This is an optimization exercise on Yosys and OpenROAD, whose aim is small area and a short achievable clock period, not a production implementation. In this exercise RTL edits were held to simulation tests only and were not proved equivalent to the original. Power and IR drop assume default switching activity.

==> flow/design.v <==
package cpu_mem_pkg;
  localparam int WORD_W      = 16;   
  localparam int ADDR_W      = 16;   
  localparam int LATENCY_DEF = 4;    
  localparam int CNT_W       = 4;    
  typedef logic [WORD_W-1:0] word_t;
  typedef enum logic {
    IDLE = 1'b0,
    WAIT = 1'b1
  } state_t;
endpackage
module lat_counter #(
  parameter int W = 4
) (
  input  logic         clk,
  input  logic         rst_n,
  input  logic         load,
  input  logic [W-1:0] load_value,
  input  logic         run,
  output logic         zero
);
  logic [W-1:0] cnt;
  always_ff @(posedge clk or negedge rst_n) begin
    if (!rst_n) begin
      cnt <= '0;
    end else if (load) begin
      cnt <= load_value;
    end else if (run && (cnt != '0)) begin
      cnt <= cnt - 1'b1;
    end
  end
  assign zero = (cnt == '0);
endmodule
module mem_responder #(
  parameter int LATENCY    = cpu_mem_pkg::LATENCY_DEF,   
  parameter int DEPTH_LOG2 = 8              
) (
  input  logic                clk,
  input  logic                rst_n,
  input  logic                enable,
  input  logic                wr,
  input  logic [cpu_mem_pkg::ADDR_W-1:0] addr,
  input  logic [cpu_mem_pkg::WORD_W-1:0] data_in,
  output logic [cpu_mem_pkg::WORD_W-1:0] data_out,
  output logic                ready,
  output logic                busy,
  output logic                valid
);
  localparam int W      = cpu_mem_pkg::WORD_W;
  localparam int NRING  = (1 << DEPTH_LOG2) / 4;
  localparam int RB     = DEPTH_LOG2 - 2;
  logic [2:0]  st;
  logic        ready_q;
  logic        complete;
  logic        idle_nx;
  assign ready_q  = (st == 3'd0);
  assign complete = st[2];
  assign idle_nx  = ready_q ? ~enable : complete;
  always_ff @(posedge clk or negedge rst_n) begin
    if (!rst_n) begin
      st    <= 3'd0;
      ready <= 1'b1;
      busy  <= 1'b0;
      valid <= 1'b0;
    end else begin
      valid <= complete;
      ready <= idle_nx;
      busy  <= ~idle_nx;
      st    <= idle_nx ? 3'd0 : st + 3'd1;
    end
  end
  logic [DEPTH_LOG2-1:0] lat_addr;
  logic [W-1:0]          lat_data;
  logic                  lat_wr;
  localparam int HB = RB / 2;           
  logic [(1<<(RB-HB))-1:0] rsel_hi;
  logic [(1<<HB)-1:0]      rsel_lo;
  always_ff @(posedge clk) begin
    if (ready_q) begin
      lat_addr <= addr[DEPTH_LOG2:1];
      lat_data <= data_in;
      lat_wr   <= wr;
      for (int i = 0; i < (1<<(RB-HB)); i++)
        rsel_hi[i] <= (addr[DEPTH_LOG2:HB+3] == (RB-HB)'(i));
      for (int i = 0; i < (1<<HB); i++)
        rsel_lo[i] <= (addr[HB+2:3] == HB'(i));
    end
  end
  logic [2:0] phase;
  logic [2:0] phase_nx;
  assign phase_nx = phase + 3'd1;
  always_ff @(posedge clk) phase <= phase_nx;
  logic                  pend_v;
  logic [DEPTH_LOG2-1:0] pend_addr;
  logic [W-1:0]          pend_data;
  logic                  commit;
  logic [W-1:0]          wdata_n;
  assign commit  = pend_v & ((pend_addr[1:0] + phase[1:0]) == 2'd3);
  assign wdata_n = ~(pend_data ^ {W{phase_nx[2]}});
  always_ff @(posedge clk) begin
    if (complete && lat_wr) begin
      pend_v    <= 1'b1;
      pend_addr <= lat_addr;
      pend_data <= lat_data;
    end else if (commit) begin
      pend_v <= 1'b0;
    end
  end
  logic [W-1:0] s0 [NRING];
  logic [W-1:0] s1 [NRING];
  logic [W-1:0] s2 [NRING];
  logic [W-1:0] s3 [NRING];
  logic [W-1:0] s0_nx [NRING];
  logic [NRING-1:0] wen, wen_n;
  logic [NRING-1:0] rsel_n;
  for (genvar r = 0; r < NRING; r++) begin : g_ring
    assign wen[r]    = commit & (pend_addr[DEPTH_LOG2-1:2] == RB'(r));
    assign wen_n[r]  = ~wen[r];
    assign rsel_n[r] = ~(rsel_hi[r >> HB] & rsel_lo[r % (1<<HB)]);
    for (genvar b = 0; b < W; b++) begin : g_bit
      mr_mux_inv u_wr (
        .s_n (wen_n[r]),
        .a   (wdata_n[b]),
        .s   (wen[r]),
        .b   (s3[r][b]),
        .y   (s0_nx[r][b])
      );
    end
    always_ff @(posedge clk) begin
      s0[r] <= s0_nx[r];
      s1[r] <= s0[r];
      s2[r] <= s1[r];
      s3[r] <= s2[r];
    end
  end
  logic [W-1:0] tap;
  logic         at_tap;
  logic [W-1:0] rd_next;
  logic [W-1:0] rd_buf;
  for (genvar b = 0; b < W; b++) begin : g_col
    logic [NRING-1:0] col;
    for (genvar r = 0; r < NRING; r++) begin : g_r
      assign col[r] = s0[r][b];
    end
    mr_read_col #(.N(NRING)) u_col (
      .d      (col),
      .sel_n  (rsel_n),
      .y      (tap[b])
    );
  end
  assign at_tap  = ((lat_addr[1:0] + phase[1:0]) == 2'd0);
  assign rd_next = at_tap ? (tap ^ {W{phase[2]}}) : rd_buf;
  always_ff @(posedge clk) rd_buf <= rd_next;
  always_ff @(posedge clk or negedge rst_n) begin
    if (!rst_n) begin
      data_out <= '0;
    end else if (complete && !lat_wr) begin
      data_out <= rd_next;
    end
  end
endmodule
module mr_mux_inv (
  input  logic s_n,
  input  logic a,
  input  logic s,
  input  logic b,
  output logic y
);
  assign y = ~((s_n | a) & (s | b));
endmodule
module mr_read_col #(
  parameter int N = 64
) (
  input  logic [N-1:0] d,
  input  logic [N-1:0] sel_n,
  output logic         y
);
  logic [N/2-1:0] pair;
  for (genvar i = 0; i < N/2; i++) begin : g_pair
    mr_mux_inv u_pair (
      .s_n (d[2*i]),
      .a   (sel_n[2*i]),
      .s   (d[2*i+1]),
      .b   (sel_n[2*i+1]),
      .y   (pair[i])
    );
  end
  assign y = ~(|pair);
endmodule
Settings: LEC_CHECK=0, CAP_MARGIN=20, CORE_MARGIN=2, CORE_UTILIZATION=55, CTS_CLUSTER_DIAMETER=100, CTS_CLUSTER_SIZE=30, SETUP_SLACK_MARGIN=2.5, SLEW_MARGIN=20, SYNTH_HIERARCHICAL=1, SYNTH_MEMORY_MAX_BITS=8192; clock period 5.0 ns.
run.sh (not shown) runs the stock make flow with config.mk's settings and CLKGATE_MAP_FILE= SYNTH_SCRIPT=/design/flow/synth_recipe.tcl, a recipe that flattens the netlist after the stock synthesis.
The baseline finished with timing, DRC and antenna clean.
Change:
--- a/flow/design.v
+++ b/flow/design.v
@@ -73,7 +73,7 @@
   logic [W-1:0]          lat_data;
   logic                  lat_wr;
-  localparam int HB = RB / 2;           
-  logic [(1<<(RB-HB))-1:0] rsel_hi;
-  logic [(1<<HB)-1:0]      rsel_lo;
+  logic [NRING-1:0] rsel_n;
+  logic [W-1:0]     rd_word;
+  logic             rd_take;
   always_ff @(posedge clk) begin
     if (ready_q) begin
@@ -81,8 +81,8 @@
       lat_data <= data_in;
       lat_wr   <= wr;
-      for (int i = 0; i < (1<<(RB-HB)); i++)
-        rsel_hi[i] <= (addr[DEPTH_LOG2:HB+3] == (RB-HB)'(i));
-      for (int i = 0; i < (1<<HB); i++)
-        rsel_lo[i] <= (addr[HB+2:3] == HB'(i));
+      for (int i = 0; i < NRING; i++)
+        rsel_n[i] <= (addr[DEPTH_LOG2:3] != RB'(i));
+    end else if (rd_take) begin
+      lat_data <= rd_word;
     end
   end
@@ -113,9 +113,7 @@
   logic [W-1:0] s0_nx [NRING];
   logic [NRING-1:0] wen, wen_n;
-  logic [NRING-1:0] rsel_n;
   for (genvar r = 0; r < NRING; r++) begin : g_ring
     assign wen[r]    = commit & (pend_addr[DEPTH_LOG2-1:2] == RB'(r));
     assign wen_n[r]  = ~wen[r];
-    assign rsel_n[r] = ~(rsel_hi[r >> HB] & rsel_lo[r % (1<<HB)]);
     for (genvar b = 0; b < W; b++) begin : g_bit
       mr_mux_inv u_wr (
@@ -137,5 +135,4 @@
   logic         at_tap;
   logic [W-1:0] rd_next;
-  logic [W-1:0] rd_buf;
   for (genvar b = 0; b < W; b++) begin : g_col
     logic [NRING-1:0] col;
@@ -150,6 +147,7 @@
   end
   assign at_tap  = ((lat_addr[1:0] + phase[1:0]) == 2'd0);
-  assign rd_next = at_tap ? (tap ^ {W{phase[2]}}) : rd_buf;
-  always_ff @(posedge clk) rd_buf <= rd_next;
+  assign rd_word = tap ^ {W{phase[2]}};
+  assign rd_take = at_tap & ~lat_wr;
+  assign rd_next = at_tap ? rd_word : lat_data;
   always_ff @(posedge clk or negedge rst_n) begin
     if (!rst_n) begin
Effect: Worst hold slack degrades by 190 ps; die area went up by 1.2%; worst setup slack got worse by 61 ps; global-route usage climbs by 0.42 points; clock skew increases by 4.5 ps; first-iteration DRC count increases by 5.3%; synthesized area goes up by 1.2%; power shrinks by 11%; final area climbs by 1.3%; clock power stays flat.

==> what the ideal ports hide <==
In the flow no input, the clock included, has a driving cell. The finished layouts below were timed again as built, in two steps.
Step 1 sets driving cells, clkbuf_16 on the clock port and buf_2 on the other inputs (assumed; they add their load-dependent delay and slew).
Step 2 also shifts input and output timing later by t, the mid clock arrival at the registers, as if the neighbouring blocks saw the same clock.
a / b / c = ideal / step 1 / step 2; a / b = the first two.
run	shift t [ns]	setup slack, ns	hold slack, ns	worst setup path at the end	cell pins on the clock port's net
the first run	0.939	2.175 / 2.175 / 2.175	0.313 / 0.313 / 0.313	register to register	1
the second run	0.915	2.114 / 2.114 / 1.674	0.125 / 0.062 / 0.313	input to register	1
After both steps every run listed still meets setup and hold. For the second run, which loses most, drivers alone change the setup slack by 0.000 ns; drivers and shift together by -0.440 ns.
